This is an optimization exercise on Yosys and OpenROAD, whose aim is small area and a short achievable clock period, not a production implementation.
Function was not checked in any run shown here: the RTL went through the layout flow alone.
Power is estimated from default activity; no workload was simulated.

File: flow/design.v
package tawas_isa_pkg;
  typedef enum logic [3:0] {
    op_nop  = 4'd0,
    op_ldi  = 4'd1,
    op_add  = 4'd2,
    op_sub  = 4'd3,
    op_and  = 4'd4,
    op_or   = 4'd5,
    op_xor  = 4'd6,
    op_shl  = 4'd7,
    op_ld   = 4'd8,
    op_st   = 4'd9,
    op_bz   = 4'd10,
    op_bnz  = 4'd11,
    op_halt = 4'd12
  } tawas_op_e;
  typedef logic [2:0] reg_sel_t;
  typedef logic [15:0] imm_t;
  typedef struct packed {
    tawas_op_e  op;
    reg_sel_t   rd;
    reg_sel_t   ra;
    reg_sel_t   rb;
    logic [2:0] rsvd;
    imm_t       imm;
  } tawas_instr_t;
endpackage
package tawas_pipe_pkg;
  typedef logic [1:0] slice_t;
  typedef enum logic {
    ls_load  = 1'b0,
    ls_store = 1'b1
  } ls_kind_e;
endpackage
module tawas_rdsel
(
  input  logic [2:0] sel,
  output logic [7:0] onehot
);
  assign onehot = 8'd1 << sel;
endmodule
module tawas_rdmux
(
  input  logic [255:0] bank,
  input  logic [7:0]   onehot,
  output logic [31:0]  q
);
  always_comb begin
    q = '0;
    for (int k = 0; k < 8; k++) begin
      q = q | (bank[k*32 +: 32] & {32{onehot[k]}});
    end
  end
endmodule
module tawas_alu
(
  input  logic [31:0] a,
  input  logic [31:0] b,
  input  logic        sub,
  input  logic        arith,
  input  logic        op_shl,
  input  logic [3:0]  lut,       
  output logic [31:0] result
);
  logic [32:0] sum;
  logic [31:0] bitwise;
  assign sum = {a, 1'b1} + {b, sub};
  always_comb begin
    for (int i = 0; i < 32; i++) bitwise[i] = lut[{a[i], b[i]}];
  end
  always_comb begin
    result = bitwise;
    if (arith)  result = result | sum[32:1];
    if (op_shl) result = result | (a << b[4:0]);
  end
endmodule
module tawas_agen
(
  input  logic [31:0] a,
  input  logic [15:0] imm,
  output logic [15:0] lo,
  output logic        c16,
  output logic [15:0] hi0,
  output logic [15:0] hi1
);
  logic [15:0] a_hi, a_inc, a_dec;
  assign {c16, lo} = {1'b0, a[15:0]} + {1'b0, imm};
  assign a_hi  = a[31:16];
  assign a_inc = a_hi + 16'd1;
  assign a_dec = a_hi - 16'd1;
  assign hi0   = imm[15] ? a_dec : a_hi;
  assign hi1   = imm[15] ? a_hi : a_inc;
endmodule
module tawas
(
  input  logic                      clk,
  input  logic                      reset,
  output logic [24-1:0]    iaddr,
  input  logic [31:0]               idata,
  output logic [31:0]               daddr,
  output logic                      dcs,
  output logic                      dwr,
  output logic [31:0]               dout,
  input  logic [31:0]               din,
  output logic [4-1:0] halted
);
  localparam int PW = 24;
  logic [1:0] slice;
  logic [1:0] dec_slice;
  logic       dec_vld;
  logic [255:0] bank0, bank1, bank2, bank3;
  logic [2:0]   clr;                         
  logic         z0, z1, z2, z3;
  logic [PW-1:0] pc0, pc1, pc2, pc3;
  logic [3:0]  op;
  logic [2:0]  rd, ra, rb;
  logic [15:0] imm;
  assign op  = idata[31:28];
  assign rd  = idata[27:25];
  assign ra  = idata[24:22];
  assign rb  = idata[21:19];
  assign imm = idata[15:0];
  logic [31:0] ra_data, rb_data;
  logic [7:0] ra_oh, rb_oh;
  tawas_rdsel rdsel_a (.sel(ra), .onehot(ra_oh));
  tawas_rdsel rdsel_b (.sel(rb), .onehot(rb_oh));
  tawas_rdmux rdmux_a (.bank(bank0), .onehot(ra_oh), .q(ra_data));
  tawas_rdmux rdmux_b (.bank(bank0), .onehot(rb_oh), .q(rb_data));
  logic [15:0] d_lo, d_hi0, d_hi1;
  logic        d_c16;
  tawas_agen agen (.a(ra_data), .imm(imm), .lo(d_lo), .c16(d_c16), .hi0(d_hi0), .hi1(d_hi1));
  logic [PW-1:0] d_pc_next;
  always_comb begin
    if (d_taken)
      d_pc_next = pc1 + {{(PW-16){imm[15]}}, imm};
    else if (dec_vld && !d_halt)
      d_pc_next = pc1 + PW'(1);
    else
      d_pc_next = pc1;
  end
  logic d_ldi, d_add, d_sub, d_and, d_or, d_xor, d_shl, d_ld, d_st, d_halt, d_taken;
  assign d_ldi  = dec_vld && (op == 4'd1);
  assign d_add  = dec_vld && (op == 4'd2);
  assign d_sub  = dec_vld && (op == 4'd3);
  assign d_and  = dec_vld && (op == 4'd4);
  assign d_or   = dec_vld && (op == 4'd5);
  assign d_xor  = dec_vld && (op == 4'd6);
  assign d_shl  = dec_vld && (op == 4'd7);
  assign d_ld   = dec_vld && (op == 4'd8);
  assign d_st   = dec_vld && (op == 4'd9);
  assign d_halt = dec_vld && (op == 4'd12);
  assign d_taken = dec_vld && (((op == 4'd10) && z0) || ((op == 4'd11) && !z0));
  logic        e_wr, e_setz, e_arith, e_sub, e_shl, e_ld, e_st;
  logic [3:0]  e_lut;
  logic [2:0]  e_rd;
  logic [31:0] e_a, e_b;    
  logic [15:0] e_dlo, e_dhi0, e_dhi1;
  logic        e_dc16;
  always_ff @(posedge clk) begin
    if (reset) begin
      slice     <= 2'd0;
      dec_slice <= 2'd0;
      dec_vld   <= 1'b0;
      halted    <= '0;
      e_wr      <= 1'b0;
      e_setz    <= 1'b0;
      e_ld      <= 1'b0;
      e_st      <= 1'b0;
    end else begin
      slice     <= slice + 2'd1;
      dec_slice <= slice;
      dec_vld   <= !halted[slice];
      if (d_halt) halted[dec_slice] <= 1'b1;
      e_wr      <= d_ldi || d_add || d_sub || d_and || d_or || d_xor || d_shl;
      e_setz    <= d_add || d_sub || d_and || d_or || d_xor || d_shl;
      e_ld      <= d_ld;
      e_st      <= d_st;
    end
  end
  always_ff @(posedge clk) begin
    e_sub   <= (op == 4'd3);
    e_arith <= (op == 4'd2) || (op == 4'd3);
    e_shl   <= (op == 4'd7);
    case (op)
      4'd1:    e_lut <= 4'b1010;    
      4'd4:    e_lut <= 4'b1000;    
      4'd5:    e_lut <= 4'b1110;    
      4'd6:    e_lut <= 4'b0110;    
      default: e_lut <= 4'b0000;
    endcase
    e_rd   <= rd;
    e_a    <= ra_data;
    e_b    <= (op == 4'd1) ? {{16{imm[15]}}, imm} : (rb_data ^ {32{op == 4'd3}});
    e_dlo  <= d_lo;
    e_dc16 <= d_c16;
    e_dhi0 <= d_hi0;
    e_dhi1 <= d_hi1;
  end
  assign dcs   = e_ld || e_st;
  assign dwr   = e_st;
  assign daddr = {e_dc16 ? e_dhi1 : e_dhi0, e_dlo};
  assign dout  = e_b;
  logic [31:0] result;
  tawas_alu alu (
    .a(e_a), .b(e_b), .sub(e_sub), .arith(e_arith), .op_shl(e_shl), .lut(e_lut),
    .result(result)
  );
  logic        w_we, w_ld, w_z;
  logic [2:0]  w_rd;
  logic [31:0] w_res;
  always_ff @(posedge clk) begin
    if (reset) begin
      w_we <= 1'b0;
      w_ld <= 1'b0;
      w_z  <= 1'b0;
    end else begin
      w_we <= e_wr || e_ld;
      w_ld <= e_ld;
      w_z  <= e_setz;
    end
  end
  always_ff @(posedge clk) begin
    w_rd   <= e_rd;
    w_res  <= result;
  end
  logic [31:0] wdata;
  assign wdata = w_ld ? din : w_res;
  logic clearing;
  assign clearing = reset || clr[0];
  always_ff @(posedge clk) begin
    bank0 <= bank3;
    bank1 <= bank0;
    bank2 <= bank1;
    for (int r = 0; r < 8; r++) begin
      if (w_we && !reset && (w_rd == 3'(r)))
        bank3[r*32 +: 32] <= wdata;
      else
        bank3[r*32 +: 32] <= bank2[r*32 +: 32] & {32{!clearing}};
    end
  end
  always_ff @(posedge clk) begin
    if (reset) begin
      clr  <= 3'b111;
      z0   <= 1'b0;
      z1   <= 1'b0;
      z2   <= 1'b0;
      z3   <= 1'b0;
    end else begin
      clr  <= {1'b0, clr[2:1]};
      z0 <= z3;
      z1 <= z0;
      z2 <= z1;
      z3 <= w_z ? (w_res == 32'd0) : z2;
    end
  end
  always_ff @(posedge clk) begin
    if (reset) begin
      pc0 <= PW'(0);
      pc1 <= PW'(3 * 64);
      pc2 <= PW'(2 * 64);
      pc3 <= PW'(1 * 64);
    end else begin
      pc0 <= pc3;
      pc1 <= pc0;
      pc2 <= d_pc_next;
      pc3 <= pc2;
    end
  end
  assign iaddr = pc0;
endmodule
File: flow/flow/run.sh
#!/bin/bash
set -euo pipefail
export BUFFER_PORTS_ARGS="-buffer_cell sky130_fd_sc_hd__buf_2"
export SETUP_SLACK_MARGIN=6.3
export CTS_ARGS="-sink_clustering_enable -repair_clock_nets -dont_use_dummy_load -sink_clustering_size 30 -sink_clustering_max_diameter 60"
bash standard.sh > standard_flow.log 2>&1
File: flow/standard.sh
#!/bin/bash
# synth_recipe.tcl (not shown) runs the flow's synth.tcl, then flattens the netlist and writes it again
# the make line also repeats each setting of config.mk as NAME=value (left out here)
make -C /OpenROAD-flow-scripts/flow DESIGN_CONFIG=/design/flow/config.mk WORK_HOME=/design/flow/orfs CLKGATE_MAP_FILE= SYNTH_SCRIPT=/design/flow/synth_recipe.tcl "${@:-finish}"
File: flow/config.mk
export PLATFORM = sky130hd
export DESIGN_NAME = tawas
export DESIGN_NICKNAME = tawas
export VERILOG_FILES = /design/flow/design.v
export SDC_FILE = /design/flow/constraint.sdc
export NUM_CORES = 4
export LEC_CHECK = 0
export CAP_MARGIN = 20
export CORE_MARGIN = 2
export CORE_UTILIZATION = 40
export SLEW_MARGIN = 20
export SYNTH_HIERARCHICAL = 1
export SYNTH_MINIMUM_KEEP_SIZE = 0
export TNS_END_PERCENT = 30
File: flow/constraint.sdc
create_clock -name core_clock -period 10.0 [get_ports {clk}]
set_input_delay 2.0000 -clock core_clock [delete_from_list [all_inputs] [get_ports {clk}]]
set_output_delay 2.0000 -clock core_clock [all_outputs]
set_load 0.01 [all_outputs]
==> results of run 1 <==
## metal layers
layer / vias to the layer above / global-route usage (%) / routed length (um)
met5: - / 0 / 24
met4: 4 / 6.762 / 4019
met3: 203 / 3.355 / 8484
met2: 1052 / 35.49 / 55060
met1: 14160 / 33.26 / 57910
li1: 13360 / - / -
## worst min-delay path by stage
stage,slack (ps),to,startpoint,depth (start not counted)
global placement,310,bank2[26],bank1[26],0
CTS,260,bank0[49],bank3[49],0
detailed placement,310,bank2[137],bank1[137],0
finish,260,bank0[49],bank3[49],0
global route,270,bank0[49],bank3[49],0
floorplan,310,bank0[0],bank3[0],0
## Yosys cell counts (6+ instances only)
cell and count:
o21bai_1 7, nor3b_1 11, a211oi_1 25, a21o_1 27, o21a_1 8, nor2b_1 88, or3_1 8, mux2i_1 66
o21ai_1 7, buf_1 28, xor2_1 42, or2_2 9, o211ai_1 9, a21oi_1 134, inv_1 30, a22oi_1 256
o21ai_0 361, dfxtp_1 1300, and3_1 8, buf_6 13, nand3_1 278, nor3_1 38, nand3b_1 6, o22ai_1 6
xnor2_1 97, buf_2 53, nand4_1 85, nand2_1 135, mux4_2 45, and3b_2 6, mux2_2 27, nor4_1 12
nand2b_1 16, and2_1 6, ha_1 74, clkbuf_1 123, nor2_1 110
## through the flow
stage               hold slack [ps]  setup slack [ps]  cell area, um2  power, mW
finish                        259.0              5970           47520      8.298
global route                  268.2              5921           47510      8.544
CTS                           262.3              6039           47100      8.318
detailed placement            312.1              4676           43580      5.746
global placement              309.5              4685           43580      5.746
floorplan                     309.6              5845           41710      5.577
## timing repair
item	in CTS	in global routing
gates cloned	11	0
resized for setup	165	62
pin swaps	62	46
endpoints found under the setup margin	190	106
hold buffers	0	0
setup buffers	107	17
## power by group
| group | internal (mW) | switching (mW) | total [mW] |
|---|---|---|---|
| combinational | 0.160 | 0.271 | 0.431 |
| sequential | 5.22 | 0.0527 | 5.27 |
| clock | 1.05 | 1.54 | 2.59 |
| total | 6.43 | 1.87 | 8.30 |
## layout make-up
| class | count | area [um2] |
|---|---|---|
| fillers | 9424 | 55690 |
| flip-flops and latches | 1300 | 26040 |
| multi-input cells | 2108 | 15160 |
| repair buffers | 330 | 2994 |
| well taps | 1380 | 1727 |
| clock buffers | 59 | 1476 |
| inverters | 31 | 120.1 |
| diodes | 1 | 2.502 |
## state kept, by name, indices dropped and copies added, names as in the netlist, 16 cells and up
name and flops:
pc3 24, e_b 32, e_dhi0 16, bank3 256
pc1 24, pc2 24, bank1 256, e_a 32
pc0 24, w_res 32, bank0 256, bank2 256
e_dlo 16, e_dhi1 16
## Yosys stat by module, one instance, submodules excluded
module | cells inside | area (um2)
tawas_rdsel | 8 | 65.06
tawas_agen | 195 | 1406
tawas_rdmux | 184 | 1319
tawas | 2509 | 32990
tawas_alu | 566 | 4278
## cells by family (layout without fill, tap and decap cells)
group | Yosys count | in the layout
DFF | 1300 | 1300
AOI/OAI and AO/OA | 895 | 895
and+or+nand+nor | 853 | 853
buffers and inverters | 250 | 420
xor gates and xnor gates | 139 | 139
muxes | 139 | 139
adders and majority gates | 77 | 77
other | 1 | 6
==> impl_metrics.ini, run 1 <==
[critical_path]
critical_path_class = in -> reg
path_common_cell = buf_12
startpoint = idata[24]
max_stage_delay_ps = 530
rr_worst_depth = 11
crit_family = simple AND/OR/NAND/NOR gates
ff2ff_setup_slack_ps = 6440
regToRegEndpoint = w_res[31]
cp.arrival_ps = 4530
crit_chain = buf_12, and3b_2, buf_12, buf_12, a22oi_2, nand4_1, buf_6, ha_4, a21oi_4, nand2_4, or4_4, a221oi_4, xnor2_1
worstPathMaxFanout = 8
crit_buf_inv = 4
required_ps = 10500
slowest_stage = or4_4
cp_num_cells = 13
crit_end = e_dlo[13]
cp-end-kind = flip-flop
start_kind = input pin
r2r_start = e_b[2]

[synthesis]
yosys.area.top_type = dfxtp_1
ys.flop_type = dfxtp_1
synthSimpleGateAreaFrac_pct = 10.92
synth_area_leaders = dfxtp_1 63%, a22oi_1 4.6%, o21ai_0 4.4%
yosys.area.top_type_share_pct = 62.80
syn_area_per_cell_um2 = 11.34
synth_mux_area_share_pct = 4.800
synth-edff-count = 0
synth_fa_ha_area_share_pct = 2.379
synth-seq-cells = 1300
synthCells = 3654
synth_cell_types = 91
async_flop_share_pct = 0
synth_compound_area_share_pct = 13.48
seq_area_frac_synth_pct = 62.80
synth-xor-area-share_pct = 2.938
synth_area_mm2 = 0.04144
yosysWarningCount = 9
synth_top_family_by_area = compound AO/OA/AOI/OAI gates

[power_and_ir_drop]
cellLeakagePower_nw = 17.78
ir_worst_vdd_mv = 0.1674
pwr_density_cell_mw_per_mm2 = 174.6

[sta]
finClkSkew_ps = 105.0
finalSetupViolCount = 0
max_slew.worst_pin.slew_ps = 1182
rsz0062_at_grt = yes
finalSetupTns_ps = 0
fin_crit_sh_pct = 40.30
max_freq_mhz = 248.2
drv_slew = 0
slew_headroom_pct = 21.08
hold_viol = 0
fin_crit_ps = 4030

[job]
max_cap_violations = 0

[global_route]
antenna_found_initial = 4
grt_pass1_wl_um = 182300
grt_usage_pct = 22.96
grt-ovfl-total = 0
grt_max_degree = 90
grt_pass1_vias = 27090

[detailed_routing]
wirelength_um = 125500
via_count = 28770
via_per_inst = 5.524
wire_per_inst_um = 24.09
ant_nets = 0
drt-initial-drc-count = 2718
firstDrtPassIters = 8
drcViolationCount = 0

[layout]
final_common_cell = dfxtp_1
final_cell_mix = 1293 x dfxtp_1, 351 x o21ai_0, 274 x nand3_1
post-route-util_pct = 46.04
area_growth_pct = 14.65
drive_gt1_share_pct = 16.56
fin_nets = 3973
instances_no_fill = 5209

[clocking]
cts_made_buffers = 59
cts_sinks = 1300
cts-htree-levels = 2
clk_latency_ps = 700
cts_tree = built
cts-root-buf = clkbuf_16
cts.clk_slew.worst_paths_ps = 110
ctsLongestPathBuffers = 3

[outcome]
status = no timing/DRC/antenna violations

[floorplan]
start_util_pct = 40.16
ios = 160
rows = 118
die_w_um = 325.9
die_h_um = 325.9
core_mm2 = 0.1032
dieArea_mm2 = 0.1062

[place]
io_buffers = 156
hpwl_um = 74980
place_inst = 5013
place.gp.congestion = 0.9177

[worst_hold_path]
worst_hold_path_type = reg -> reg
==> inputs of run 2 (changes only) <==
--- a/flow/config.mk
+++ b/flow/config.mk
@@ -13,2 +13,2 @@
 export SYNTH_MINIMUM_KEEP_SIZE = 0
-export TNS_END_PERCENT = 30
+export TNS_END_PERCENT = 10
==> impl_metrics.ini, run 2 <==
[outcome]
status = no timing/DRC/antenna violations

[detailed_routing]
via_per_inst = 5.524
ant_nets = 0
wire_per_inst_um = 24.41
drcViolationCount = 0
via_count = 28780
firstDrtPassIters = 7
wirelength_um = 127200
drt-initial-drc-count = 2938

[place]
hpwl_um = 75420
place_inst = 5017
place.gp.congestion = 0.9115
io_buffers = 156

[clocking]
cts-root-buf = clkbuf_16
clk_latency_ps = 700
cts_tree = built
cts_sinks = 1300
cts.clk_slew.worst_paths_ps = 110
cts-htree-levels = 2
ctsLongestPathBuffers = 3
cts_made_buffers = 58

[critical_path]
slowest_stage = ha_4
crit_family = simple AND/OR/NAND/NOR gates
path_common_cell = buf_8
cp.arrival_ps = 4540
ff2ff_setup_slack_ps = 6360
max_stage_delay_ps = 440
start_kind = input pin
r2r_start = e_b[0]
worstPathMaxFanout = 9
crit_buf_inv = 5
crit_chain = buf_8, and3b_2, buf_4, buf_12, buf_16, buf_8, a22oi_1, nand4_1, ha_4, and4_1, nand2_1, nor3_2, a2111oi_4
cp-end-kind = flip-flop
critical_path_class = in -> reg
startpoint = idata[23]
required_ps = 10500

[layout]
post-route-util_pct = 45.72
drive_gt1_share_pct = 16.04
instances_no_fill = 5210
final_common_cell = dfxtp_1
final_cell_mix = 1294 x dfxtp_1, 355 x o21ai_0, 273 x nand3_1
area_growth_pct = 13.85
fin_nets = 3972

[global_route]
grt_pass1_wl_um = 182800
grt_usage_pct = 23.11
antenna_found_initial = 2
grt-ovfl-total = 0
grt_max_degree = 95
grt_pass1_vias = 26670

[synthesis]
synthTopCellsByCount = 1300 x dfxtp_1, 361 x o21ai_0, 278 x nand3_1
synth-xor-area-share_pct = 2.938
syn_area_per_cell_um2 = 11.34
yosys.area.top_type_share_pct = 62.80
seq_area_frac_synth_pct = 62.80
synth_area_leaders = dfxtp_1 63%, a22oi_1 4.6%, o21ai_0 4.4%
yosysMostFrequentCell = dfxtp_1
synth-seq-cells = 1300
synth_compound_area_share_pct = 13.48
synth_fa_ha_area_share_pct = 2.379
synthSimpleGateAreaFrac_pct = 10.92
synth_mux_area_share_pct = 4.800
synth_area_mm2 = 0.04144
ys.flop_type = dfxtp_1
synthCells = 3654
synth_cell_types = 91
yosys.area.top_type = dfxtp_1
synth-edff-count = 0
synth_top_family_by_area = compound AO/OA/AOI/OAI gates
async_flop_share_pct = 0
yosysWarningCount = 9

[sta]
finClkSkew_ps = 84.02
finalSetupViolCount = 0
slew_headroom_pct = 20.59
drv_slew = 0
max_freq_mhz = 247.4
finalSetupTns_ps = 0
rsz0062_at_grt = yes
fin_crit_sh_pct = 40.41
fin_crit_ps = 4041
hold_viol = 0
max_slew.worst_pin.slew_ps = 1189

[floorplan]
die_h_um = 325.9
ios = 160
start_util_pct = 40.16
core_mm2 = 0.1032
rows = 118
dieArea_mm2 = 0.1062
die_w_um = 325.9

[power_and_ir_drop]
ir_worst_vdd_mv = 0.1676
p_total_mw = 8.266
cellLeakagePower_nw = 17.67
pwr_density_cell_mw_per_mm2 = 175.2

[worst_hold_path]
hp-start = bank3[77]
worst_hold_path_type = reg -> reg

[job]
max_cap_violations = 0
run 2: cell counts after synthesis:
No cell type changed its count.
run 2: logic make-up (layout without fill, tap and decap cells):
group	Yosys count	in the layout
and+or+nand+nor	853	853
xor gates and xnor gates	139	139
DFF	1300	1300
muxes	139	139
AOI/OAI and AO/OA	895	895
adders and majority gates	77	77
other	1	8
buffers and inverters	250	419
run 2: where the power goes:
group	switching (mW)	internal, mW
logic	0.275	0.152
clock network	1.54	1.03
registers	0.0502	5.22
total	1.86	6.41
run 2: worst reg2reg max path, cell delays in order (launching register included):
cell	delay, ps
dfxtp_2	340
buf_6	350
inv_1	380
ha_1	390
nor2b_1	130
o21ai_0	110
a21oi_1	290
o2111ai_1	360
nand4_1	240
nand2_1	140
o311ai_1	500
nand4b_1	150
o311ai_0	160
run 2: repair_timing:
| action | 4_1_cts | 5_1_grt |
|---|---|---|
| hold buffers | 0 | 0 |
| gates cloned | 12 | 0 |
| pin swaps | 53 | 26 |
| resized for setup | 116 | 48 |
| setup endpoints to repair | 262 | 268 |
| buffers inserted | 105 | 13 |
run 2: Yosys stat by module, one instance, submodules excluded:
module / area, um2 / flops+latches / times used
tawas_rdmux: 1319 / 0 / 2
tawas_rdsel: 65.06 / 0 / 2
tawas: 32990 / 1300 / 1
tawas_agen: 1406 / 0 / 1
tawas_alu: 4278 / 0 / 1
run 2: final timing paths:
path | end | cells past startpoint
worst max-delay path | e_dlo[15] | 13
worst min-delay path | bank0[77] | 0
worst max register to register | w_res[30] | 12
worst min register to register | bank0[77] | 0
run 2: final cells by class:
cell class | instances | area (um2)
diodes | 3 | 7.507
well taps | 1380 | 1727
clock buffers | 58 | 1451
flip-flops and latches | 1300 | 26040
multi-input cells | 2108 | 15030
repair buffers | 330 | 2810
inverters | 31 | 116.4
fillers | 9393 | 56020
run 2: routing by layer:
layer	GRT usage (%)	part of all wire, %	vias up
met5	0	0	-
li1	-	-	13360
met4	7.173	3.4	0
met3	2.795	6.7	202
met2	35.25	43	1035
met1	34.09	47	14180
run 2: stage by stage:
step	hold slack (ps)	instance area (um2)	setup WS, ps
floorplan	309.6	41710	5845
global placement	309.7	43610	4689
detailed placement	312.1	43610	4654
CTS	282.5	46820	6020
global route	287.4	47170	5946
finish	278.4	47180	5959
==> inputs of run 3 (changes only) <==
--- a/flow/design.v
+++ b/flow/design.v
@@ -131,11 +131,2 @@
   tawas_agen agen (.a(ra_data), .imm(imm), .lo(d_lo), .c16(d_c16), .hi0(d_hi0), .hi1(d_hi1));
-  logic [PW-1:0] d_pc_next;
-  always_comb begin
-    if (d_taken)
-      d_pc_next = pc1 + {{(PW-16){imm[15]}}, imm};
-    else if (dec_vld && !d_halt)
-      d_pc_next = pc1 + PW'(1);
-    else
-      d_pc_next = pc1;
-  end
   logic d_ldi, d_add, d_sub, d_and, d_or, d_xor, d_shl, d_ld, d_st, d_halt, d_taken;
@@ -152,2 +143,8 @@
   assign d_taken = dec_vld && (((op == 4'd10) && z0) || ((op == 4'd11) && !z0));
+  logic [PW-1:0] d_pc_next;
+  logic [PW-1:0] d_pc_step;
+  logic [PW:0]   d_pc_sum;
+  assign d_pc_step = {{(PW-16){imm[15]}}, imm} & {PW{d_taken}};
+  assign d_pc_sum  = {pc1, 1'b1} + {d_pc_step, dec_vld && !d_halt && !d_taken};
+  assign d_pc_next = d_pc_sum[PW:1];
   logic        e_wr, e_setz, e_arith, e_sub, e_shl, e_ld, e_st;
--- a/flow/config.mk
+++ b/flow/config.mk
@@ -13,2 +13 @@
 export SYNTH_MINIMUM_KEEP_SIZE = 0
-export TNS_END_PERCENT = 10
==> impl_metrics.ini, run 3 <==
[sta]
finalSetupTns_ps = 0
slew_headroom_pct = 26.92
fin_crit_ps = 3973
drv_slew = 0
rsz0062_at_grt = yes
finalSetupViolCount = 0
max_slew.worst_pin.slew_ps = 1095
finClkSkew_ps = 97.03
holdWs_ps = 277.7
fin_crit_sh_pct = 39.73
max_freq_mhz = 251.7
hold_viol = 0
postLayoutSetupSlackWorst_ps = 6027

[clocking]
cts.clk_slew.worst_paths_ps = 90
cts_made_buffers = 71
ctsLongestPathBuffers = 3
cts-root-buf = clkbuf_16
clk_latency_ps = 680
cts_tree = built
ctsHoldBuffers = 0
cts-htree-levels = 3
cts_sinks = 1300

[place]
place.gp.congestion = 0.9271
dpl_cell_area_mm2 = 0.04355
post-place-ws_ps = 4444
io_buffers = 156
hpwl_um = 75960

[power_and_ir_drop]
power_frac_seq_pct = 61.7
p_comb_share_pct = 4.8
power_frac_clock_pct = 33.5
ir_worst_vdd_mv = 0.1516
switching_share_pct = 22.30
p_total_mw = 8.537
cellLeakagePower_nw = 17.91
pwr_density_cell_mw_per_mm2 = 178.1
p_int_mw = 6.633
p_sw_mw = 1.904

[synthesis]
ys.flop_type = dfxtp_1
yosys.area.top_type = dfxtp_1
synthCells = 3618
synth_area_mm2 = 0.04117
yosysWarningCount = 9
yosys.area.top_type_share_pct = 63.21
async_flop_share_pct = 0
synth-edff-count = 0
seq_area_frac_synth_pct = 63.21
synth_cell_types = 95
synth-seq-cells = 1300
syn_area_per_cell_um2 = 11.38
synthTopCellsByCount = 1300 x dfxtp_1, 354 x o21ai_0, 282 x nand3_1
yosysMostFrequentCell = dfxtp_1
synth_area_leaders = dfxtp_1 63%, a22oi_1 4.7%, o21ai_0 4.3%

[detailed_routing]
drt-initial-drc-count = 3149
wirelength_um = 127900
drcViolationCount = 0
via_count = 28790
via_per_inst = 5.544
firstDrtPassIters = 5
ant_nets = 0
wire_per_inst_um = 24.63

[floorplan]
start_util_pct = 40.41
dieArea_mm2 = 0.1055
rows = 117
ios = 160
core_mm2 = 0.1019
die_h_um = 324.8
die_w_um = 324.8

[critical_path]
ff2ff_setup_slack_ps = 6510
start_kind = input pin
cp-end-kind = flip-flop
cp.arrival_ps = 4510
worstPathMaxFanout = 8
required_ps = 10540
critical_path_class = in -> reg

[outcome]
status = no timing/DRC/antenna violations

[layout]
final_common_cell = dfxtp_1
drive_gt1_share_pct = 18.99
fin_nets = 3960
area_growth_pct = 16.45
final_cell_mix = 1294 x dfxtp_1, 338 x o21ai_0, 278 x nand3_1
design_area_mm2 = 0.04795

[global_route]
grt-ovfl-total = 0
grt_max_degree = 135
antenna_found_initial = 3
grt_usage_pct = 23.22
grt_pass1_vias = 26910
grt_pass1_wl_um = 182800

[job]
max_cap_violations = 0

[worst_hold_path]
worst_hold_path_type = reg -> reg
==> run 3: cell types whose count changed after synthesis, moves of 9 or more <==
cell	before	now
clkbuf_1	123	132
xnor2_1	97	85
a211oi_1	25	8
and3_1	8	20
nand2_1	135	122
ha_1	74	65
==> run 3: layout make-up <==
class / count / area (um2)
tap: 1368 / 1712
clock buffer: 71 / 1777
inverter: 30 / 122.6
multi-input combinational: 2069 / 15340
sequential: 1300 / 26040
antenna: 2 / 5.005
fill: 9286 / 53940
timing repair buffer: 354 / 2953
==> run 3: final timing paths <==
check | startpoint | end | cells past startpoint
worst min register to register | bank1[35] | bank2[35] | 0
worst max-delay path | idata[23] | e_dlo[13] | 13
worst min-delay path | bank1[35] | bank2[35] | 0
worst max register to register | e_b[4] | w_res[29] | 10
==> run 3: logic make-up (layout without fill, tap and decap cells) <==
logic type               Yosys count  after routing  synth area share (%)
AO/OA/AOI/OAI                    871            871                 13.21
XOR/XNOR                         120            121                 2.571
adder cells (fa/ha/maj)           68             68                 2.121
buffers and inverters            261            455                 2.935
flip-flops                      1300           1300                 63.21
multiplexers                     145            145                 4.984
other                              1              7              0.009108
AND/OR/NAND/NOR                  852            859                 10.96
==> run 3: power groups by stage <==
stage          clock network, mW  registers, mW  logic [mW]
2_1_floorplan                  0           5.36       0.201
3_3_place_gp                   0           5.38       0.340
3_5_place_dp                   0           5.38       0.340
4_1_cts                     2.90           5.26       0.382
5_1_grt                     3.09           5.27       0.431
6_report                    2.86           5.26       0.414
==> run 3: what timing repair did <==
action                     CTS  global route
setup endpoints to repair  232            98
gates resized for setup    142            84
pin swaps                   65            70
setup buffers              102            47
gates cloned                11             3
==> run 3: layer usage <==
| layer | global-route usage [%] | up-vias | wire length (um) |
|---|---|---|---|
| met5 | 0 | - | 0 |
| met4 | 8.927 | 0 | 5099 |
| met3 | 3.725 | 238 | 9397 |
| met2 | 34.43 | 1057 | 54500 |
| met1 | 33.79 | 14170 | 58920 |
| li1 | - | 13330 | - |
==> run 3: critical path, cell delays in order <==
cell      delay, ps
buf_12          120
and3b_4         240
buf_4           150
buf_4           130
a22oi_2         180
nand4_1         130
buf_4           180
ha_4            260
nand3_2          90
nand2_4          90
or4_4           530
a221oi_2        260
xnor2_1         150
==> run 3: per-module statistics from Yosys, one instance, submodules excluded <==
module,cell area (um2),copies in the design
tawas_alu,4278,1
tawas_rdmux,1319,2
tawas_rdsel,65.06,2
tawas,32720,1
tawas_agen,1406,1
==> run 3: per-stage QoR <==
step                      std cells  util [%]
after floorplan                3622         -
after global placement         4957     42.72
after detailed placement       4958     42.75
final                          5194     47.06
after global routing           5192     47.05
after CTS                      5142     46.16
==> inputs of run 4 (changes only) <==
--- a/flow/design.v
+++ b/flow/design.v
@@ -131,2 +131,11 @@
   tawas_agen agen (.a(ra_data), .imm(imm), .lo(d_lo), .c16(d_c16), .hi0(d_hi0), .hi1(d_hi1));
+  logic [PW-1:0] d_pc_next;
+  always_comb begin
+    if (d_taken)
+      d_pc_next = pc1 + {{(PW-16){imm[15]}}, imm};
+    else if (dec_vld && !d_halt)
+      d_pc_next = pc1 + PW'(1);
+    else
+      d_pc_next = pc1;
+  end
   logic d_ldi, d_add, d_sub, d_and, d_or, d_xor, d_shl, d_ld, d_st, d_halt, d_taken;
@@ -143,8 +152,2 @@
   assign d_taken = dec_vld && (((op == 4'd10) && z0) || ((op == 4'd11) && !z0));
-  logic [PW-1:0] d_pc_next;
-  logic [PW-1:0] d_pc_step;
-  logic [PW:0]   d_pc_sum;
-  assign d_pc_step = {{(PW-16){imm[15]}}, imm} & {PW{d_taken}};
-  assign d_pc_sum  = {pc1, 1'b1} + {d_pc_step, dec_vld && !d_halt && !d_taken};
-  assign d_pc_next = d_pc_sum[PW:1];
   logic        e_wr, e_setz, e_arith, e_sub, e_shl, e_ld, e_st;
==> flow/flow/run.sh (replaced) <==
#!/bin/bash
set -euo pipefail
export BUFFER_PORTS_ARGS="-buffer_cell sky130_fd_sc_hd__buf_2"
export SETUP_SLACK_MARGIN=6.3
export CTS_ARGS="-sink_clustering_enable -repair_clock_nets -dont_use_dummy_load -sink_clustering_size 16 -sink_clustering_max_diameter 50 -buf_list sky130_fd_sc_hd__clkbuf_8"
bash standard.sh > standard_flow.log 2>&1
==> impl_metrics.ini, run 4 <==
[outcome]
status = no timing/DRC/antenna violations

[synthesis]
ys.flop_type = dfxtp_1
yosysMostFrequentCell = dfxtp_1
synth_area_mm2 = 0.04144
yosysWarningCount = 9
synth-seq-cells = 1300
synthCells = 3654
async_flop_share_pct = 0
yosys.area.top_type = dfxtp_1
syn_area_per_cell_um2 = 11.34
synth-edff-count = 0
yosys.area.top_type_share_pct = 62.80
synthTopCellsByCount = 1300 x dfxtp_1, 361 x o21ai_0, 278 x nand3_1
synth_area_leaders = dfxtp_1 63%, a22oi_1 4.6%, o21ai_0 4.4%
seq_area_frac_synth_pct = 62.80
synth_cell_types = 91

[sta]
finalSetupViolCount = 0
hold_viol = 0
slew_headroom_pct = 30.17
rsz0062_at_grt = yes
max_freq_mhz = 254.9
fin_crit_sh_pct = 39.23
fin_crit_ps = 3923
finClkSkew_ps = 79.58
drv_slew = 0
finalSetupTns_ps = 0
max_slew.worst_pin.slew_ps = 1048
postLayoutSetupSlackWorst_ps = 6077

[layout]
area_growth_pct = 13.73
drive_gt1_share_pct = 17.23
fin_nets = 3999
final_cell_mix = 1292 x dfxtp_1, 352 x o21ai_0, 273 x nand3_1
instances_no_fill = 5237
final_common_cell = dfxtp_1

[global_route]
antenna_found_initial = 4
grt_pass1_vias = 27140
grt_max_degree = 188
grt_pass1_wl_um = 179900
grt-ovfl-total = 0
grt_usage_pct = 22.70

[power_and_ir_drop]
cellLeakagePower_nw = 17.64
pwr_density_cell_mw_per_mm2 = 173.0
ir_worst_vdd_mv = 0.1420

[critical_path]
cp-end-kind = flip-flop
critical_path_class = in -> reg
required_ps = 10620
crit_family = simple AND/OR/NAND/NOR gates
max_stage_delay_ps = 520
crit_chain = buf_12, and3b_2, buf_12, buf_12, a22oi_2, nand4_1, buf_6, ha_4, a21oi_4, nand2_4, or4_4, a221oi_2, xnor2_1
slowest_stage = or4_4
start_kind = input pin
path_common_cell = buf_12
cp.arrival_ps = 4540
worstPathMaxFanout = 8
crit_buf_inv = 4

[detailed_routing]
firstDrtPassIters = 6
wire_per_inst_um = 24.01
via_per_inst = 5.483
ant_nets = 0
drt-initial-drc-count = 2593
drcViolationCount = 0
wirelength_um = 125800
via_count = 28710

[job]
max_cap_violations = 0

[floorplan]
start_util_pct = 40.16
die_h_um = 325.9
die_w_um = 325.9
ios = 160
core_mm2 = 0.1032
dieArea_mm2 = 0.1062
rows = 118

[clocking]
cts.clk_slew.worst_paths_ps = 80
cts_sinks = 1300
cts_made_buffers = 100
ctsLongestPathBuffers = 3
cts-htree-levels = 3
cts_tree = built
ctsHoldBuffers = 0
clk_latency_ps = 760
cts-root-buf = clkbuf_8

[worst_hold_path]
worst_hold_path_type = reg -> reg

[place]
hpwl_um = 75390
io_buffers = 156
place_inst = 5016
post-place-ws_ps = 4674
place.gp.congestion = 0.9169
-- run 4: cell count changes after synthesis, moves of 5 or more --
cell,previous run,this run
xnor2_1,85,97
xor2_1,34,42
ha_1,65,74
nand2_1,122,135
a211oi_1,8,25
o21ai_0,354,361
clkbuf_1,132,123
and3_1,20,8
nor3_1,33,38
a21oi_1,128,134
or3_1,3,8
-- run 4: layout make-up --
cell class,instances,area (um2)
Clock buffer,100,1376
Timing Repair Buffer,315,2724
Tap cell,1380,1727
Fill cell,9505,56070
Antenna cell,3,7.507
Inverter,31,120.1
Sequential cell,1300,26040
Multi-Input combinational cell,2108,15140
-- run 4: worst paths after layout --
| path | to | slack [ps] | depth (start not counted) | from |
|---|---|---|---|---|
| worst max-delay path | e_dlo[13] | 6080 | 13 | idata[23] |
| worst max register to register | w_res[30] | 6460 | 9 | e_b[16] |
| worst min-delay path | bank2[0] | 290 | 0 | bank1[0] |
| worst min register to register | bank2[0] | 290 | 0 | bank1[0] |
-- run 4: through the flow --
step                      power (mW)  area (um2)  utilization (%)  hold WS [ps]
after floorplan                5.579       41790                -         309.6
after global placement         5.748       43670            42.31         309.6
after detailed placement       5.748       43700            42.34         312.1
after CTS                      8.172       46390            44.95         290.2
after global routing           8.418       47130            45.67         289.5
final                          8.152       47130            45.67         288.2
-- run 4: metal layers --
metal | global-route usage (%) | up-vias | part of all wire (%)
met5 | 0 | - | 0.0080
met2 | 34.27 | 983 | 44
met3 | 3.404 | 236 | 6.1
li1 | - | 13400 | -
met1 | 32.62 | 14100 | 46
met4 | 8.976 | 2 | 3.9
-- run 4: timing repair --
item / 4_1_cts / 5_1_grt
setup buffers: 80 / 25
endpoints found under the setup margin: 67 / 121
pin swaps: 39 / 37
gates cloned: 7 / 6
gates resized for setup: 90 / 107
-- run 4: where the power goes --
part / internal [mW] / switching, mW / total, mW
clock network: 0.893 / 1.56 / 2.46
logic: 0.152 / 0.271 / 0.424
registers: 5.22 / 0.0521 / 5.27
-- run 4: kinds of logic after synthesis --
logic type,after synthesis,share of synthesized area (%)
flops,1300,62.80
compound gates,895,13.48
simple gates,853,10.92
buf+inv,250,2.678
xor+xnor,139,2.938
mux,139,4.800
fa+ha+maj,77,2.379
other cells,1,0.009049
-- run 4: Yosys stat by module, one instance, submodules excluded --
module       copies in the design  flops+latches  area [um2]
tawas_rdsel                     2              0       65.06
tawas                           1           1300       32990
tawas_agen                      1              0        1406
tawas_alu                       1              0        4278
tawas_rdmux                     2              0        1319
==> inputs of run 5 (changes only) <==
--- a/flow/design.v
+++ b/flow/design.v
@@ -130,3 +130,5 @@
   logic        d_c16;
-  tawas_agen agen (.a(ra_data), .imm(imm), .lo(d_lo), .c16(d_c16), .hi0(d_hi0), .hi1(d_hi1));
+  logic [15:0] d_aimm;
+  assign d_aimm = imm & {16{(op == 4'd8) || (op == 4'd9)}};
+  tawas_agen agen (.a(ra_data), .imm(d_aimm), .lo(d_lo), .c16(d_c16), .hi0(d_hi0), .hi1(d_hi1));
   logic [PW-1:0] d_pc_next;
@@ -155,3 +157,3 @@
   logic [2:0]  e_rd;
-  logic [31:0] e_a, e_b;    
+  logic [31:0] e_b;         
   logic [15:0] e_dlo, e_dhi0, e_dhi1;
@@ -191,3 +193,2 @@
     e_rd   <= rd;
-    e_a    <= ra_data;
     e_b    <= (op == 4'd1) ? {{16{imm[15]}}, imm} : (rb_data ^ {32{op == 4'd3}});
@@ -204,3 +205,3 @@
   tawas_alu alu (
-    .a(e_a), .b(e_b), .sub(e_sub), .arith(e_arith), .op_shl(e_shl), .lut(e_lut),
+    .a({e_dhi0, e_dlo}), .b(e_b), .sub(e_sub), .arith(e_arith), .op_shl(e_shl), .lut(e_lut),
     .result(result)
==> flow/flow/run.sh (replaced) <==
#!/bin/bash
set -euo pipefail
export BUFFER_PORTS_ARGS="-buffer_cell sky130_fd_sc_hd__buf_2"
export SETUP_SLACK_MARGIN=6.3
export CTS_ARGS="-sink_clustering_enable -repair_clock_nets -dont_use_dummy_load -sink_clustering_size 30 -sink_clustering_max_diameter 60"
bash standard.sh > standard_flow.log 2>&1
==> impl_metrics.ini, run 5 <==
[detailed_routing]
via_per_inst = 5.575
ant_nets = 0
drt-initial-drc-count = 2861
drcViolationCount = 0
via_count = 28780
wire_per_inst_um = 24.21
firstDrtPassIters = 6
wirelength_um = 125000

[critical_path]
start_kind = input pin
slowest_stage = or4_4
critical_path_class = in -> reg
cp_num_cells = 11
crit_chain = buf_12, and3b_2, buf_12, a22oi_2, nand4_1, ha_4, a21oi_4, nand2_4, or4_4, a221oi_4, xnor2_1
rr_worst_depth = 12
crit_family = simple AND/OR/NAND/NOR gates
worstPathMaxFanout = 8
max_stage_delay_ps = 530
cp-end-kind = flip-flop
path_common_cell = buf_12
cp.arrival_ps = 4690
required_ps = 10540
crit_buf_inv = 2

[sta]
finalSetupTns_ps = 0
finClkSkew_ps = 101.5
postLayoutSetupSlackWorst_ps = 5851
fin_crit_ps = 4149
max_slew.worst_pin.slew_ps = 1195
slew_headroom_pct = 18.05
hold_viol = 0
finalSetupViolCount = 0
rsz0062_at_grt = yes
fin_crit_sh_pct = 41.49
max_freq_mhz = 241.0
drv_slew = 0

[floorplan]
die_h_um = 323.8
die_w_um = 323.8
start_util_pct = 40.26
dieArea_mm2 = 0.1048
ios = 160
rows = 117
core_mm2 = 0.1016

[layout]
final_cell_mix = 1263 x dfxtp_1, 337 x o21ai_0, 283 x nand3_1
final_common_cell = dfxtp_1
insertedDiodeCount = 0
drive_gt1_share_pct = 16.34
fillCellCount = 9302
instances_no_fill = 5162
fin_nets = 3939
area_growth_pct = 14.23

[synthesis]
syn_area_per_cell_um2 = 11.23
ys.flop_type = dfxtp_1
synth-xor-area-share_pct = 2.998
synthSimpleGateAreaFrac_pct = 11.13
synth_cell_types = 88
synthCells = 3642
synth-seq-cells = 1268
synth_fa_ha_area_share_pct = 2.411
yosys.area.top_type = dfxtp_1
synth_area_mm2 = 0.04090
synthTopCellsByCount = 1268 x dfxtp_1, 344 x o21ai_0, 288 x nand3_1
synth_mux_area_share_pct = 4.858
seq_area_frac_synth_pct = 62.06
async_flop_share_pct = 0
yosysMostFrequentCell = dfxtp_1
synth-edff-count = 0
yosysWarningCount = 9
yosys.area.top_type_share_pct = 62.06
synth_compound_area_share_pct = 13.62
synth_top_family_by_area = compound AO/OA/AOI/OAI gates
synth_area_leaders = dfxtp_1 62%, a22oi_1 4.7%, o21ai_0 4.2%

[place]
hpwl_um = 75230
io_buffers = 156
post-place-ws_ps = 4834
place_inst = 4980
place.gp.congestion = 0.9149

[power_and_ir_drop]
p_total_mw = 8.513
cellLeakagePower_nw = 17.60
pwr_density_cell_mw_per_mm2 = 182.2
ir_worst_vdd_mv = 0.1164

[clocking]
cts.clk_slew.worst_paths_ps = 100
cts_tree = built
cts-htree-levels = 3
ctsLongestPathBuffers = 3
cts_made_buffers = 77
cts-root-buf = clkbuf_16
cts_sinks = 1268
clk_latency_ps = 660

[job]
max_cap_violations = 0

[global_route]
grt-ovfl-total = 0
antenna_found_initial = 2
grt_pass1_vias = 26240
grt_max_degree = 141
grt_usage_pct = 22.91
grt_pass1_wl_um = 176200

[worst_hold_path]
worst_hold_path_type = reg -> reg
worstHoldPathCells = 0

[outcome]
status = no timing/DRC/antenna violations
-- run 5: per-layer routing --
layer / vias to the layer above / global-route usage [%] / routed length, um
met5: - / 0 / 0
met4: 0 / 8.364 / 4185
met3: 236 / 3.684 / 9572
met2: 1121 / 34.52 / 54510
met1: 14100 / 33.05 / 56700
li1: 13330 / - / -
-- run 5: repair_timing --
action / CTS / global route
gates resized for setup: 101 / 79
cloned: 7 / 3
hold buffers: 0 / 0
setup buffers: 60 / 35
pin swaps: 44 / 58
endpoints found under the setup margin: 168 / 151
-- run 5: cell families (layout without fill, tap and decap cells) --
group,count (synthesis),in the layout
flops,1268,1268
compound gates,892,892
simple gates,862,865
buf+inv,263,408
xor+xnor,140,140
mux,139,139
fa+ha+maj,77,77
other cells,1,5
-- run 5: power breakdown --
part | internal, mW | leakage [nW] | switching (mW) | total (mW)
Combinational | 0.146 | 6.41 | 0.292 | 0.438
Clock | 1.37 | 0.949 | 1.56 | 2.92
Sequential | 5.09 | 10.2 | 0.0621 | 5.15
Total | 6.60 | 17.6 | 1.91 | 8.51
-- run 5: worst paths after layout --
path             start        end  slack (ps)
max          idata[23]  e_dlo[13]        5850
min          bank1[62]  bank2[62]         250
max reg2reg     e_b[0]  w_res[16]        6480
min reg2reg  bank1[62]  bank2[62]         250
-- run 5: metrics by stage --
step	area, um2	hold slack [ps]	util [%]
3_5_place_dp	42950	312.1	42.28
4_1_cts	45990	247.9	45.27
6_report	46720	249.5	45.99
3_3_place_gp	42950	309.6	42.28
2_1_floorplan	41170	309.6	-
5_1_grt	46720	245.7	45.99
-- run 5: modules after synthesis, one instance, submodules excluded --
module,cell area [um2],flip-flops and latches,cells
tawas_rdsel,65.06,0,8
tawas_alu,4278,0,566
tawas_rdmux,1319,0,184
tawas_agen,1406,0,195
tawas,32450,1268,2497
-- run 5: worst reg2reg max path: cells and delay by family, from the launching register on --
| kind | cells | cell delay, ps |
|---|---|---|
| fa+ha+maj | 1 | 350 |
| flops | 1 | 320 |
| buf+inv | 2 | 670 |
| compound gates | 6 | 1440 |
| simple gates | 3 | 610 |
-- run 5: final cells by class --
type | count | area, um2 | area share, %
clock buffers | 77 | 1927 | 4.124
multi-input cells | 2118 | 15220 | 32.57
well taps | 1368 | 1712 | 3.663
flip-flops and latches | 1268 | 25400 | 54.35
repair buffers | 299 | 2349 | 5.027
inverters | 32 | 123.9 | 0.2651
==> inputs of run 6 (changes only) <==
--- a/flow/design.v
+++ b/flow/design.v
@@ -54,2 +54,18 @@
 endmodule
+module tawas_wrsel
+(
+  input  logic       we,
+  input  logic [2:0] rd,
+  input  logic       reset,
+  input  logic       clearing,
+  output logic [7:0] take,
+  output logic [7:0] keep
+);
+  always_comb begin
+    for (int r = 0; r < 8; r++) begin
+      take[r] = we && !reset && (rd == 3'(r));
+      keep[r] = !take[r] && !clearing;
+    end
+  end
+endmodule
 module tawas_alu
@@ -81,13 +97,11 @@
   output logic [15:0] lo,
-  output logic        c16,
-  output logic [15:0] hi0,
-  output logic [15:0] hi1
-);
-  logic [15:0] a_hi, a_inc, a_dec;
+  output logic        use_hx,
+  output logic [15:0] hx
+);
+  logic        c16;
+  logic [15:0] a_hi;
   assign {c16, lo} = {1'b0, a[15:0]} + {1'b0, imm};
-  assign a_hi  = a[31:16];
-  assign a_inc = a_hi + 16'd1;
-  assign a_dec = a_hi - 16'd1;
-  assign hi0   = imm[15] ? a_dec : a_hi;
-  assign hi1   = imm[15] ? a_hi : a_inc;
+  assign use_hx    = c16 ^ imm[15];
+  assign a_hi      = a[31:16];
+  assign hx        = imm[15] ? a_hi - 16'd1 : a_hi + 16'd1;
 endmodule
@@ -128,7 +142,5 @@
   tawas_rdmux rdmux_b (.bank(bank0), .onehot(rb_oh), .q(rb_data));
-  logic [15:0] d_lo, d_hi0, d_hi1;
-  logic        d_c16;
-  logic [15:0] d_aimm;
-  assign d_aimm = imm & {16{(op == 4'd8) || (op == 4'd9)}};
-  tawas_agen agen (.a(ra_data), .imm(d_aimm), .lo(d_lo), .c16(d_c16), .hi0(d_hi0), .hi1(d_hi1));
+  logic [15:0] d_lo, d_hx;
+  logic        d_use_hx;
+  tawas_agen agen (.a(ra_data), .imm(imm), .lo(d_lo), .use_hx(d_use_hx), .hx(d_hx));
   logic [PW-1:0] d_pc_next;
@@ -157,5 +169,5 @@
   logic [2:0]  e_rd;
-  logic [31:0] e_b;         
-  logic [15:0] e_dlo, e_dhi0, e_dhi1;
-  logic        e_dc16;
+  logic [31:0] e_a, e_b;    
+  logic [15:0] e_dlo, e_dhx;
+  logic        e_duse_hx;
   always_ff @(posedge clk) begin
@@ -193,7 +205,7 @@
     e_rd   <= rd;
+    e_a    <= ra_data;
     e_b    <= (op == 4'd1) ? {{16{imm[15]}}, imm} : (rb_data ^ {32{op == 4'd3}});
     e_dlo  <= d_lo;
-    e_dc16 <= d_c16;
-    e_dhi0 <= d_hi0;
-    e_dhi1 <= d_hi1;
+    e_duse_hx <= d_use_hx;
+    e_dhx  <= d_hx;
   end
@@ -201,3 +213,3 @@
   assign dwr   = e_st;
-  assign daddr = {e_dc16 ? e_dhi1 : e_dhi0, e_dlo};
+  assign daddr = {e_duse_hx ? e_dhx : e_a[31:16], e_dlo};
   assign dout  = e_b;
@@ -205,3 +217,3 @@
   tawas_alu alu (
-    .a({e_dhi0, e_dlo}), .b(e_b), .sub(e_sub), .arith(e_arith), .op_shl(e_shl), .lut(e_lut),
+    .a(e_a), .b(e_b), .sub(e_sub), .arith(e_arith), .op_shl(e_shl), .lut(e_lut),
     .result(result)
@@ -230,2 +242,6 @@
   assign clearing = reset || clr[0];
+  logic [7:0] w_take, w_keep;
+  tawas_wrsel wrsel (
+    .we(w_we), .rd(w_rd), .reset(reset), .clearing(clearing), .take(w_take), .keep(w_keep)
+  );
   always_ff @(posedge clk) begin
@@ -235,6 +251,3 @@
     for (int r = 0; r < 8; r++) begin
-      if (w_we && !reset && (w_rd == 3'(r)))
-        bank3[r*32 +: 32] <= wdata;
-      else
-        bank3[r*32 +: 32] <= bank2[r*32 +: 32] & {32{!clearing}};
+      bank3[r*32 +: 32] <= (wdata & {32{w_take[r]}}) | (bank2[r*32 +: 32] & {32{w_keep[r]}});
     end
==> impl_metrics.ini, run 6 <==
[critical_path]
worstPathMaxFanout = 8
slowest_stage = fa_2
cp.arrival_ps = 4650
critical_path_class = in -> reg
startpoint = idata[22]
path_common_cell = buf_12
cp-end-kind = flip-flop
required_ps = 10540
crit_buf_inv = 4
crit_family = compound AO/OA/AOI/OAI gates
max_stage_delay_ps = 360
r2r_start = e_b[0]
crit_chain = buf_12, and3b_2, buf_12, buf_16, a22oi_2, nand4_1, buf_6, fa_2, a21o_4, a221oi_4, o21ai_2, a41o_1, a211oi_2, xnor2_1
start_kind = input pin

[floorplan]
ios = 160
core_mm2 = 0.1004
rows = 116
die_h_um = 322.9
start_util_pct = 40.49
dieArea_mm2 = 0.1042
die_w_um = 322.9

[layout]
final_cell_mix = 1279 x dfxtp_1, 258 x a22o_1, 232 x a22oi_1
fillCellCount = 9116
design_area_mm2 = 0.04746
fin_nets = 3705
final_common_cell = dfxtp_1
insertedDiodeCount = 0
area_growth_pct = 16.71
drive_gt1_share_pct = 19.40

[sta]
hold_viol = 0
finClkSkew_ps = 65.05
postLayoutSetupSlackWorst_ps = 5887
max_slew.worst_pin.slew_ps = 983.4
fin_crit_ps = 4113
finalSetupViolCount = 0
slew_headroom_pct = 34.09
max_freq_mhz = 243.1
drv_slew = 0
holdWs_ps = 272.8
rsz0062_at_grt = yes
fin_crit_sh_pct = 41.13
finalSetupTns_ps = 0

[power_and_ir_drop]
ir_worst_vdd_mv = 0.1263
power_frac_seq_pct = 59.5
cellLeakagePower_nw = 18.36
pwr_density_cell_mw_per_mm2 = 184.3
p_sw_mw = 1.968
power_frac_clock_pct = 35.1
p_int_mw = 6.777
p_comb_share_pct = 5.4
switching_share_pct = 22.50

[synthesis]
synth_fa_ha_area_share_pct = 2.843
seq_area_frac_synth_pct = 63.21
synth-seq-cells = 1284
synth_top_family_by_area = compound AO/OA/AOI/OAI gates
yosysMostFrequentCell = dfxtp_1
ys.flop_type = dfxtp_1
synthSimpleGateAreaFrac_pct = 7.341
async_flop_share_pct = 0
yosys.area.top_type = dfxtp_1
synth_compound_area_share_pct = 16.60
yosys.area.top_type_share_pct = 63.21
synth_cell_types = 85
synthCells = 3330
synth_area_mm2 = 0.04067
syn_area_per_cell_um2 = 12.21
synthTopCellsByCount = 1284 x dfxtp_1, 258 x a22o_1, 256 x a22oi_1
synth-edff-count = 0
synth_area_leaders = dfxtp_1 63%, a22o_1 5.6%, a22oi_1 4.7%
yosysWarningCount = 10
synth-xor-area-share_pct = 2.757
synth_mux_area_share_pct = 4.910

[global_route]
grt_pass1_vias = 26520
grt_usage_pct = 24.36
grt_max_degree = 67
antenna_found_initial = 8
grt-ovfl-total = 0
grt_pass1_wl_um = 183700

[worst_hold_path]
hp-start = bank1[231]
worst_hold_path_type = reg -> reg

[detailed_routing]
wire_per_inst_um = 26.43
wirelength_um = 129600
drcViolationCount = 0
drt-initial-drc-count = 2316
via_per_inst = 5.686
via_count = 27890
firstDrtPassIters = 6
ant_nets = 0

[clocking]
ctsLongestPathBuffers = 3
cts_sinks = 1284
cts-root-buf = clkbuf_16
cts-htree-levels = 3
cts_tree = built
cts.clk_slew.worst_paths_ps = 100
cts_made_buffers = 82
clk_latency_ps = 680

[place]
dpl_cell_area_mm2 = 0.04327
hpwl_um = 80790
io_buffers = 156
post-place-ws_ps = 4629
place.gp.congestion = 0.9135

[outcome]
status = no timing/DRC/antenna violations

[job]
max_cap_violations = 0
## run 6: layout make-up
| type | instances | area, um2 | area share (%) |
|---|---|---|---|
| clock buffer | 82 | 2052 | 4.324 |
| inverter | 20 | 78.83 | 0.1661 |
| multi-input combinational | 1841 | 15230 | 32.09 |
| sequential | 1284 | 25710 | 54.18 |
| tap | 1357 | 1698 | 3.577 |
| timing repair buffer | 320 | 2686 | 5.660 |
## run 6: stage by stage
step	util [%]	cells	total power [mW]
final	47.25	4904	8.745
after detailed placement	43.08	4711	5.717
after global routing	47.25	4904	8.995
after floorplan	-	3334	5.526
after CTS	46.68	4869	8.762
after global placement	43.05	4710	5.715
## run 6: logic make-up (layout without fill, tap and decap cells)
kind of cell	Yosys count	after routing
compound gates	922	922
xor+xnor	128	128
fa+ha+maj	90	90
buf+inv	209	422
flops	1284	1284
mux	136	136
other cells	1	5
simple gates	560	560
## run 6: timing repair
action                                  CTS  global route
hold buffers                              0             0
pin swaps                                62            53
resized for setup                       163            61
endpoints found under the setup margin   99            76
buffers inserted                         69            35
cloned                                    7             0
## run 6: path summary, 6_finish.rpt
kind,slack (ps),depth (start not counted),end
max,5890,14,e_dhx[14]
min,270,0,bank2[231]
max reg2reg,6470,13,w_res[28]
min reg2reg,270,0,bank2[231]
## run 6: modules after synthesis, one instance, submodules excluded
module / flip-flops and latches / cells inside / cell area, um2 / times used
tawas_rdsel: 0 / 8 / 65.06 / 2
tawas_alu: 0 / 566 / 4278 / 1
tawas_wrsel: 0 / 29 / 167.7 / 1
tawas_rdmux: 0 / 184 / 1319 / 2
tawas_agen: 0 / 183 / 1368 / 1
tawas: 1284 / 2168 / 32090 / 1
## run 6: layer usage
| metal | global-route usage (%) | part of all wire, % |
|---|---|---|
| met5 | 0 | 0.0054 |
| met3 | 3.606 | 6.7 |
| met4 | 9.075 | 3.6 |
| met2 | 38.41 | 45 |
| met1 | 33.87 | 45 |
## run 6: power by group through the flow
stage / combinational (mW) / sequential, mW / clock, mW
after floorplan: 0.230 / 5.30 / 0
after global placement: 0.394 / 5.32 / 0
after detailed placement: 0.396 / 5.32 / 0
after CTS: 0.449 / 5.21 / 3.11
after global routing: 0.489 / 5.21 / 3.30
final: 0.468 / 5.21 / 3.07
==> inputs of run 7 (changes only) <==
==> flow/flow/run.sh (replaced) <==
#!/bin/bash
set -euo pipefail
export BUFFER_PORTS_ARGS="-buffer_cell sky130_fd_sc_hd__buf_2"
export SETUP_SLACK_MARGIN=6.6
export CTS_ARGS="-sink_clustering_enable -repair_clock_nets -dont_use_dummy_load -sink_clustering_size 30 -sink_clustering_max_diameter 60"
bash standard.sh > standard_flow.log 2>&1
==> impl_metrics.ini, run 7 <==
[place]
dpl_cell_area_mm2 = 0.04326
post-place-ws_ps = 4686
place.gp.congestion = 0.9239
io_buffers = 156
hpwl_um = 80390

[sta]
drv_slew = 0
slew_headroom_pct = 41.66
finalSetupTns_ps = 0
postLayoutSetupSlackWorst_ps = 5836
fin_crit_sh_pct = 41.64
max_slew.worst_pin.slew_ps = 874.1
finalSetupViolCount = 0
rsz0062_at_grt = yes
max_freq_mhz = 240.2
fin_crit_ps = 4164
finClkSkew_ps = 71.70
hold_viol = 0

[synthesis]
yosysMostFrequentCell = dfxtp_1
synth-edff-count = 0
synthTopCellsByCount = 1284 x dfxtp_1, 258 x a22o_1, 256 x a22oi_1
synthCells = 3330
synth_area_mm2 = 0.04067
yosys.area.top_type = dfxtp_1
yosys.area.top_type_share_pct = 63.21
yosysWarningCount = 10
synth-seq-cells = 1284
synth_cell_types = 85
seq_area_frac_synth_pct = 63.21
async_flop_share_pct = 0
ys.flop_type = dfxtp_1
syn_area_per_cell_um2 = 12.21
synth_area_leaders = dfxtp_1 63%, a22o_1 5.6%, a22oi_1 4.7%

[clocking]
cts-root-buf = clkbuf_16
cts-htree-levels = 3
clk_latency_ps = 680
cts_sinks = 1284
cts_made_buffers = 82
ctsHoldBuffers = 0
cts.clk_slew.worst_paths_ps = 110
cts_tree = built
ctsLongestPathBuffers = 3

[critical_path]
required_ps = 10560
cp.arrival_ps = 4720
worstPathMaxFanout = 8
cp-end-kind = flip-flop
start_kind = input pin
critical_path_class = in -> reg

[layout]
fillCellCount = 9071
final_cell_mix = 1264 x dfxtp_1, 258 x a22o_1, 242 x a22oi_1
design_area_mm2 = 0.04825
final_common_cell = dfxtp_1
area_growth_pct = 18.65
drive_gt1_share_pct = 21.23
fin_nets = 3747

[global_route]
grt_pass1_wl_um = 185700
grt_pass1_vias = 27000
gr-usage-met2_pct = 37.51
met3_usage_pct = 4.358
grt-ovfl-total = 0
gr-usage-met1_pct = 34.69
grt_busiest_layer = met2
grt_max_degree = 78
antenna_found_initial = 8
grt_usage_pct = 24.58

[detailed_routing]
wire_per_inst_um = 26.92
drcViolationCount = 0
ant_nets = 0
via_per_inst = 5.713
firstDrtPassIters = 6
drt-initial-drc-count = 2697
wirelength_um = 133200
via_count = 28260

[power_and_ir_drop]
cellLeakagePower_nw = 18.70
ir_worst_vdd_mv = 0.1232
pwr_density_cell_mw_per_mm2 = 182.0

[floorplan]
start_util_pct = 40.49
ios = 160
dieArea_mm2 = 0.1042
rows = 116
die_h_um = 322.9
die_w_um = 322.9
core_mm2 = 0.1004

[outcome]
status = no timing/DRC/antenna violations

[job]
max_cap_violations = 0

[worst_hold_path]
worst_hold_path_type = reg -> reg
[run 7: path summary, 6_finish.rpt]
kind	slack, ps	startpoint	cells past startpoint	to
setup / recovery	5840	idata[24]	14	e_dlo[14]
hold / removal	280	bank3[32]	0	bank0[32]
setup reg to reg	6750	e_a[3]	10	w_res[25]
hold reg to reg	280	bank3[32]	0	bank0[32]
[run 7: modules after synthesis, one instance, submodules excluded]
module       times used  area (um2)
tawas_rdmux           2        1319
tawas_rdsel           2       65.06
tawas_wrsel           1       167.7
tawas                 1       32090
tawas_agen            1        1368
tawas_alu             1        4278
[run 7: cell type report]
cell class	instances	area (um2)	area share (%)
Inverter	20	78.83	0.1634
Clock buffer	82	2052	4.253
Sequential cell	1284	25750	53.36
Multi-Input combinational cell	1841	15400	31.92
Antenna cell	1	2.502	0.005186
Tap cell	1357	1698	3.519
Timing Repair Buffer	362	3268	6.773
[run 7: critical path: stages]
cell     delay, ps
buf_12         110
and3b_2        280
buf_12         170
buf_12         120
a22oi_2        140
nand4_1        220
ha_2           270
fa_2           360
a21o_1         230
nand3_4        120
a31oi_4        130
a211o_1        300
a21oi_2        140
xnor2_1        120
[run 7: metrics by stage]
stage	power (mW)	utilization, %	hold slack, ps	cells
2_1_floorplan	5.529	-	309.6	3334
3_3_place_gp	5.716	43.07	309.7	4709
3_5_place_dp	5.717	43.07	312.1	4709
4_1_cts	8.780	47.00	281.5	4887
5_1_grt	9.037	48.04	282.8	4946
6_report	8.781	48.04	275.5	4947
[run 7: routing by layer]
metal / up-vias / share of wire, %
li1: 12610 / -
met1: 14140 / 44
met2: 1230 / 44
met3: 276 / 8.1
met4: 2 / 3.6
met5: - / 0.0098
[run 7: cells by family after synthesis]
family	after synthesis	synth area share, %
flip-flops	1284	63.21
multiplexers	136	4.910
AO/OA/AOI/OAI	922	16.60
AND/OR/NAND/NOR	560	7.341
adder cells (fa/ha/maj)	90	2.843
buffers and inverters	209	2.332
other	1	0.009221
XOR/XNOR	128	2.757
[run 7: power by group]
part	internal [mW]	switching, mW	total (mW)
Sequential	5.16	0.0513	5.21
Clock	1.45	1.63	3.08
Combinational	0.184	0.308	0.492
Total	6.79	1.99	8.78
[run 7: timing repair]
| action | CTS | global route |
|---|---|---|
| resized for setup | 210 | 106 |
| gates cloned | 10 | 5 |
| setup endpoints to repair | 307 | 69 |
| buffers inserted | 86 | 54 |
| pin swaps | 85 | 52 |
| endpoints found under the hold margin | 0 | 0 |

==> port drivers added, routing unchanged <==
Ports are ideal in the flow. The routed layouts listed here were re-timed in OpenROAD.
Step 1 (the two cells are an assumption about what drives the block):
set clk [get_ports {clk}]
set_driving_cell -lib_cell sky130_fd_sc_hd__clkbuf_16 $clk
set_driving_cell -lib_cell sky130_fd_sc_hd__buf_2 [delete_from_list [all_inputs] $clk]
Step 2 moves the port delays by t, midway between the first and last clock arrival at a register: inputs arrive t later, outputs are due t later. That takes back most of the time a late clock gives input paths.
Three values: ideal, step 1, step 2; two values: the first two.
run	shift t [ns]	slack for setup (ns)	hold slack, ns	worst register clock-pin slew, ns	pins driven straight from the clock port
run 1	0.713	5.970 / 5.945 / 5.232	0.259 / 0.259 / 0.259	0.11 / 0.11	1
run 2	0.731	5.959 / 5.942 / 5.211	0.278 / 0.278 / 0.278	0.11 / 0.11	1
run 3	0.705	6.027 / 6.011 / 5.307	0.278 / 0.278 / 0.278	0.11 / 0.11	1
run 4	0.782	6.077 / 6.052 / 5.270	0.288 / 0.288 / 0.288	0.10 / 0.10	1
run 5	0.680	5.851 / 5.820 / 5.140	0.250 / 0.250 / 0.250	0.11 / 0.11	1
run 6	0.715	5.887 / 5.905 / 5.191	0.273 / 0.273 / 0.273	0.11 / 0.11	1
run 7	0.717	5.836 / 5.831 / 5.115	0.276 / 0.276 / 0.276	0.11 / 0.11	1
After both steps every run listed still meets setup and hold. For run 4, which loses most, drivers alone change the setup slack by -0.025 ns; drivers and shift together by -0.807 ns.
